This is an optimization exercise on Yosys and OpenROAD, whose aim is small area and few clock cycles per item, not a production implementation.
Function not checked in this run: the RTL went through the layout flow alone.

===== flow/run.sh =====
#!/bin/bash
# synth_recipe.tcl (not shown) runs the flow's synth.tcl, then flattens the netlist and writes it again
# the make line also repeats each setting of config.mk as NAME=value (left out here)
make -C /OpenROAD-flow-scripts/flow DESIGN_CONFIG=/design/flow/config.mk WORK_HOME=/design/flow/orfs CLKGATE_MAP_FILE= SYNTH_SCRIPT=/design/flow/synth_recipe.tcl finish

===== flow/config.mk =====
export PLATFORM = sky130hd
export DESIGN_NAME = sobel_top
export DESIGN_NICKNAME = sobel_top
export VERILOG_FILES = /design/flow/design.v
export SDC_FILE = /design/flow/constraint.sdc
export NUM_CORES = 4
export LEC_CHECK = 0
export CAP_MARGIN = 20
export CORE_MARGIN = 2
export CORE_UTILIZATION = 40
export PLACE_DENSITY = 0.6
export SLEW_MARGIN = 20

===== flow/constraint.sdc =====
create_clock -name core_clock -period 8.0 [get_ports {clk}]
set_input_delay 1.6000 -clock core_clock [delete_from_list [all_inputs] [get_ports {clk}]]
set_output_delay 1.6000 -clock core_clock [all_outputs]
set_load 0.01 [all_outputs]

===== flow/design.v =====
localparam int img_width  = 32;                    
localparam int img_height = 24;                    
localparam int col_bits = $clog2(img_width + 1);
localparam int row_bits = $clog2(img_height);      
localparam int pixel_bits = 8;                     
localparam int grad_bits  = 11;                    
localparam int mag_bits   = 22;                    
localparam logic [mag_bits-1:0] edge_threshold_sq = 22'd22500;
localparam logic [1:0] FILL  = 2'd0;
localparam logic [1:0] RUN   = 2'd1;
localparam logic [1:0] FLUSH = 2'd2;
`timescale 1ns/1ps
module sobel_top (
    input  logic       clk,
    input  logic       rst_n,
    input  logic       pix_valid,
    output logic       pix_ready,
    input  logic [7:0] pix,
    output logic       edge_valid,
    input  logic       edge_ready,
    output logic       edge_bit,
    output logic       edge_last       
);
localparam int img_width  = 32;                    
localparam int img_height = 24;                    
localparam int col_bits = $clog2(img_width + 1);
localparam int row_bits = $clog2(img_height);      
localparam int pixel_bits = 8;                     
localparam int grad_bits  = 11;                    
localparam int mag_bits   = 22;                    
localparam logic [mag_bits-1:0] edge_threshold_sq = 22'd22500;
localparam logic [1:0] FILL  = 2'd0;
localparam logic [1:0] RUN   = 2'd1;
localparam logic [1:0] FLUSH = 2'd2;
    logic [255:0] ring_a;         
    logic [255:0] ring_b;         
    logic [4:0]   tapcol;         
    logic [4:0]   icol;           
    logic [4:0]   irow;           
    logic         fl;             
    logic [4:0]   fcol;           
    logic         fin;            
    logic [7:0]   ibuf;           
    logic         ibuf_v;
    logic [9:0]   v1, v0;         
    logic signed [8:0] d1, d0;    
    logic [7:0] tap_a, tap_b;
    logic       can_load, r0, r1, at_i, at_f, idle;
    logic       acc, wl, wf, fin_step, wstep, wcol0, emit, use_new;
    assign tap_a = ring_a[255:248];
    assign tap_b = ring_b[255:248];
    assign can_load = !edge_valid || edge_ready;
    assign r0       = (irow == 5'd0);
    assign r1       = (irow == 5'd1);
    assign at_i     = (tapcol == icol);
    assign at_f     = (tapcol == fcol);
    assign idle     = r0 && (icol == 5'd0) && !fl;
    assign acc       = ibuf_v && at_i && (r0 ? (!fl || (fcol != icol) || can_load) : can_load);
    assign pix_ready = !ibuf_v || acc;
    assign wl       = acc && !r0;                  
    assign wf       = fl && at_f && can_load;      
    assign fin_step = fin && can_load;
    assign wstep    = wl || wf;
    assign wcol0    = fl ? (fcol == 5'd0) : (icol == 5'd0);
    assign emit     = (wl && !(r1 && icol == 5'd0)) || wf || fin_step;
    assign use_new  = wstep && !wcol0;
    logic [7:0]        top, bot;
    logic [9:0]        vn;
    logic signed [8:0] dn;
    logic signed [10:0] gx, gy;
    logic [9:0]        ax, ay;
    logic [15:0]       sq;
    logic              is_edge;
    assign top = (fl || !(r0 || r1)) ? tap_b : 8'd0;
    assign bot = fl ? 8'd0 : ibuf;
    assign vn  = {2'b00, top} + {1'b0, tap_a, 1'b0} + {2'b00, bot};
    assign dn  = $signed({1'b0, bot}) - $signed({1'b0, top});
    assign gx = (use_new ? $signed({1'b0, vn}) : 11'sd0) - $signed({1'b0, v0});
    assign gy = $signed(d0) + ($signed(d1) <<< 1) + (use_new ? dn : 9'sd0);
    assign ax = gx[10] ? 10'(-gx) : gx[9:0];
    assign ay = gy[10] ? 10'(-gy) : gy[9:0];
    assign sq = 16'(ax[7:0] * ax[7:0]) + 16'(ay[7:0] * ay[7:0]);
    assign is_edge = (ax > 10'd150) || (ay > 10'd150) || (sq > 16'd22500);
    always_ff @(posedge clk) begin
        ring_a <= {ring_a[247:0], acc ? ibuf : tap_a};
        ring_b <= {ring_b[247:0], acc ? tap_a : tap_b};
    end
    always_ff @(posedge clk) begin
        if (pix_ready) ibuf <= pix;
        if (wstep) begin
            v1 <= vn;
            d1 <= dn;
            v0 <= wcol0 ? 10'd0 : v1;
            d0 <= wcol0 ? 9'sd0 : d1;
        end
        if (can_load && emit) begin
            edge_bit  <= is_edge;
            edge_last <= fin_step;
        end
    end
    always_ff @(posedge clk or negedge rst_n) begin
        if (!rst_n) begin
            tapcol     <= 5'd0;
            icol       <= 5'd0;
            irow       <= 5'd0;
            fl         <= 1'b0;
            fin        <= 1'b0;
            edge_valid <= 1'b0;
            ibuf_v     <= 1'b0;
        end else begin
            if (pix_ready) ibuf_v <= pix_valid;
            tapcol <= (idle && !acc) ? 5'd0 : tapcol + 5'd1;
            if (acc) begin
                icol <= icol + 5'd1;
                if (icol == 5'd31) begin
                    irow <= (irow == 5'd23) ? 5'd0 : irow + 5'd1;
                    if (irow == 5'd23) fl <= 1'b1;
                end
            end
            if (wf && fcol == 5'd31) begin
                fl  <= 1'b0;
                fin <= 1'b1;
            end else if (fin_step) begin
                fin <= 1'b0;
            end
            if (can_load) edge_valid <= emit;
        end
    end
    always_ff @(posedge clk) begin
        if (acc && icol == 5'd31 && irow == 5'd23) fcol <= 5'd0;
        else if (wf) fcol <= fcol + 5'd1;
    end
endmodule

==> results.txt <==
==> final timing paths <==
| kind | from | end | slack, ns | depth (start not counted) |
|---|---|---|---|---|
| hold reg to reg | ring_a[202]$_DFF_P_ | ring_a[210]$_DFF_P_ | 0.31 | 0 |
| max in group asynchronous | rst_n | irow[4]$_DFFE_PN0P_ | 5.89 | 1 |
| setup / recovery | irow[2]$_DFFE_PN0P_ | edge_bit$_DFFE_PP_ | -2.26 | 46 |
| hold / removal | ring_a[202]$_DFF_P_ | ring_a[210]$_DFF_P_ | 0.31 | 0 |
| setup reg to reg | irow[2]$_DFFE_PN0P_ | edge_bit$_DFFE_PP_ | -2.26 | 46 |
| min in group asynchronous | rst_n | icol[2]$_DFFE_PN0N_ | 1.55 | 1 |
==> timing repair <==
action	4_1_cts	5_1_grt
setup endpoints to repair	1	1
gates resized for setup	42	34
hold buffers	0	0
buffers inserted	15	8
pin swaps	57	44
==> sequential cells by signal, indices dropped and copies added (netlist names) <==
name / flops
edge_bit: 1
tapcol: 5
v0: 9
d0: 9
v1: 9
ring_b: 256
irow: 5
edge_valid: 1
ring_a: 256
ibuf_v: 1
fcol: 5
icol: 5
d1: 9
edge_last: 1
fl: 1
fin: 1
ibuf: 8
==> area by class of cell <==
| class | count | share of cell area, % |
|---|---|---|
| Sequential cell | 582 | 49.8 |
| Clock buffer | 74 | 6.14 |
| Clock inverter | 15 | 0.828 |
| Multi-Input combinational cell | 706 | 28.6 |
| Timing Repair Buffer | 280 | 8.77 |
| Inverter | 176 | 2.70 |
| Tap cell | 615 | 3.14 |
==> cells in the final DEF (no fill, tap or decap), drive strengths merged, types with 13 or more instances in the layout <==
cell and count:
a21o 13, a21oi 35, and2 29, and3 17, buf 265, clkbuf 74
clkdlybuf4s50 15, dfrtp 19, dfxtp 517, edfxtp 46, fa 93, ha 100
inv 178, mux2 17, nand2 63, nand2b 14, nand3 15, nor2 84
nor2b 13, o21ai 21, xnor2 52, xor2 38
==> logic make-up (layout without fill, tap and decap cells) <==
| family | after synthesis | after routing | share of synthesized area (%) |
|---|---|---|---|
| adder cells (fa/ha/maj) | 195 | 195 | 16.2 |
| AND/OR/NAND/NOR | 270 | 270 | 6.85 |
| AO/OA/AOI/OAI | 128 | 128 | 4.50 |
| buffers and inverters | 194 | 545 | 3.81 |
| XOR/XNOR | 90 | 90 | 4.12 |
| multiplexers | 23 | 23 | 1.30 |
| flip-flops | 582 | 582 | 63.2 |
==> per-stage QoR <==
| stage | hold WS [ns] | setup WS [ns] | utilization, % |
|---|---|---|---|
| after floorplan | 0.310 | -2.05 | - |
| after global placement | 0.310 | -2.43 | 46.7 |
| after detailed placement | 0.312 | -2.60 | 46.7 |
| after CTS | 0.313 | -2.45 | 50.8 |
| after global routing | 0.325 | -2.64 | 51.3 |
| final | 0.313 | -2.26 | 51.3 |
==> routing by layer <==
layer / share of wire, % / vias up / global-route usage (%) / routed length [µm]
li1: - / 5370 / - / -
met1: 47 / 5065 / 16.7 / 14800
met2: 48 / 117 / 22.1 / 15000
met3: 2.6 / 63 / 2.24 / 833
met4: 2.7 / 0 / 4.56 / 854
met5: 0 / - / 0 / 0
==> results_dict.tcl <==
set metrics [dict create \
    ys.flop_type "dfxtp_1" \
    ios 16 \
    clk_pin_slew_ns 0.06 \
    diodes 0 \
    criticalPathCategory "flop to flop" \
    seq_area_mm2 0.0122 \
    end_kind "flop" \
    ys_ff_latch 582 \
    cts_root_buffer "clkbuf_16" \
    cts_sinks 582 \
    timing.final.ws_setup_ns -2.26 \
    tightest_slew_ns 1.01 \
    multi_input_area_mm2 0.00700 \
    outcome "complete, but fails checks" \
    clk-insertion-delay-late_ns 0.57 \
    yosys.cell_types.count 61 \
    clockBufferDepth 3 \
    vias 10600 \
    grt_pass1_wl_mm 53.3 \
    grt_pass1_vias 11200 \
    synth_top_area_share_pct 53.6 \
    fin_cells 2448 \
    io_buffers 15 \
    grt_max_degree 29 \
    critical-path-max-stage-delay_ns 0.56 \
    ant_nets 0 \
    antenna_found_initial 0 \
    finalHoldViolations 0 \
    relSlewSlack_pct 32.7 \
    synth-edff-count 46 \
    gp_congestion 0.833 \
    hp-class "flop to flop" \
    drive_gt1_share_pct 26.5 \
    placed_area_mm2 0.0223 \
    layout.nets 2001 \
    cts_buffers 50 \
    slowest_stage "fa_2" \
    grt_usage_pct 13.0 \
    fin_crit_ns 10.26 \
    synth.avg_cell_area_um2 13.0 \
    dr.first_iter.drc_count 382 \
    die_x_um 224 \
    path_delay_family "adder cells" \
    wl_mm 31.5 \
    path_max_fanout 7 \
    grt.overflow.total 0 \
    synth_top_cell_by_area "dfxtp_1" \
    final_area_mm2 0.0245 \
    async_reset_ff_share_pct 3.26 \
    yosys-top-cells-area "dfxtp_1, fa_1, edfxtp_1" \
    firstDrtPassIters 6 \
    slew_violations 0 \
    area_delta_synth_final_pct 26.8 \
    viasPerCell 4.34 \
    final.setup_skew_ns 0.0234 \
    synth-seq-area-share_pct 63.2 \
    rows 80 \
    setup_viol 1 \
    dp.final_hpwl_mm 22.7 \
    dpl.cell_count 2336 \
    wl_per_cell_um 12.9 \
    so_faults "setup timing" \
    fmax_ghz 0.0975 \
    rsz0062_at_grt "yes" \
    cp_data_required_time_ns 8.27 \
    start_util_pct 40.5 \
    synthesis.nets 1687 \
    die_h_um 224 \
    synth_most_common_cell "dfxtp_1" \
    min_period_over_period_pct 128 \
    crit_buf_inv 11 \
    fillers 4034 \
    synthesis.area_mm2 0.0193 \
    cap_violations 0 \
    core_mm2 0.0477 \
    synth_common_cells "dfxtp_1, inv_1, ha_1" \
    cts_max_level 2 \
    die-area_mm2 0.0501 \
    drcViolationCount 0 \
    cts_tree "done" \
    synthCells 1482 \
    yosysWarnings 1 \
    cp.arrival_ns 10.52 \
    startpoint_type "flop" \
    fin_tns_setup_ns -2.26 \
]

[port drivers added, routing unchanged]
The results above use ideal ports. As a check the final layout listed here was re-extracted and re-timed, cells and wires unchanged.
Step 1 sets driving cells, clkbuf_16 on the clock port and buf_2 on the other inputs (assumed; they add their load-dependent delay and slew).
Step 2 also shifts input and output timing later by t, the mid clock arrival at the registers, as if the neighbouring blocks saw the same clock.
Three values: ideal, step 1, step 2; two values: the first two.
t (ns): 0.613
setup slack, ns: -2.257 / -2.257 / -2.703
hold slack, ns: 0.313 / 0.313 / 0.313
worst setup path after step 2: input to register
cell pins on the clock port's net: 1
For this run, drivers alone change the setup slack by 0.000 ns; drivers and shift together by -0.446 ns.
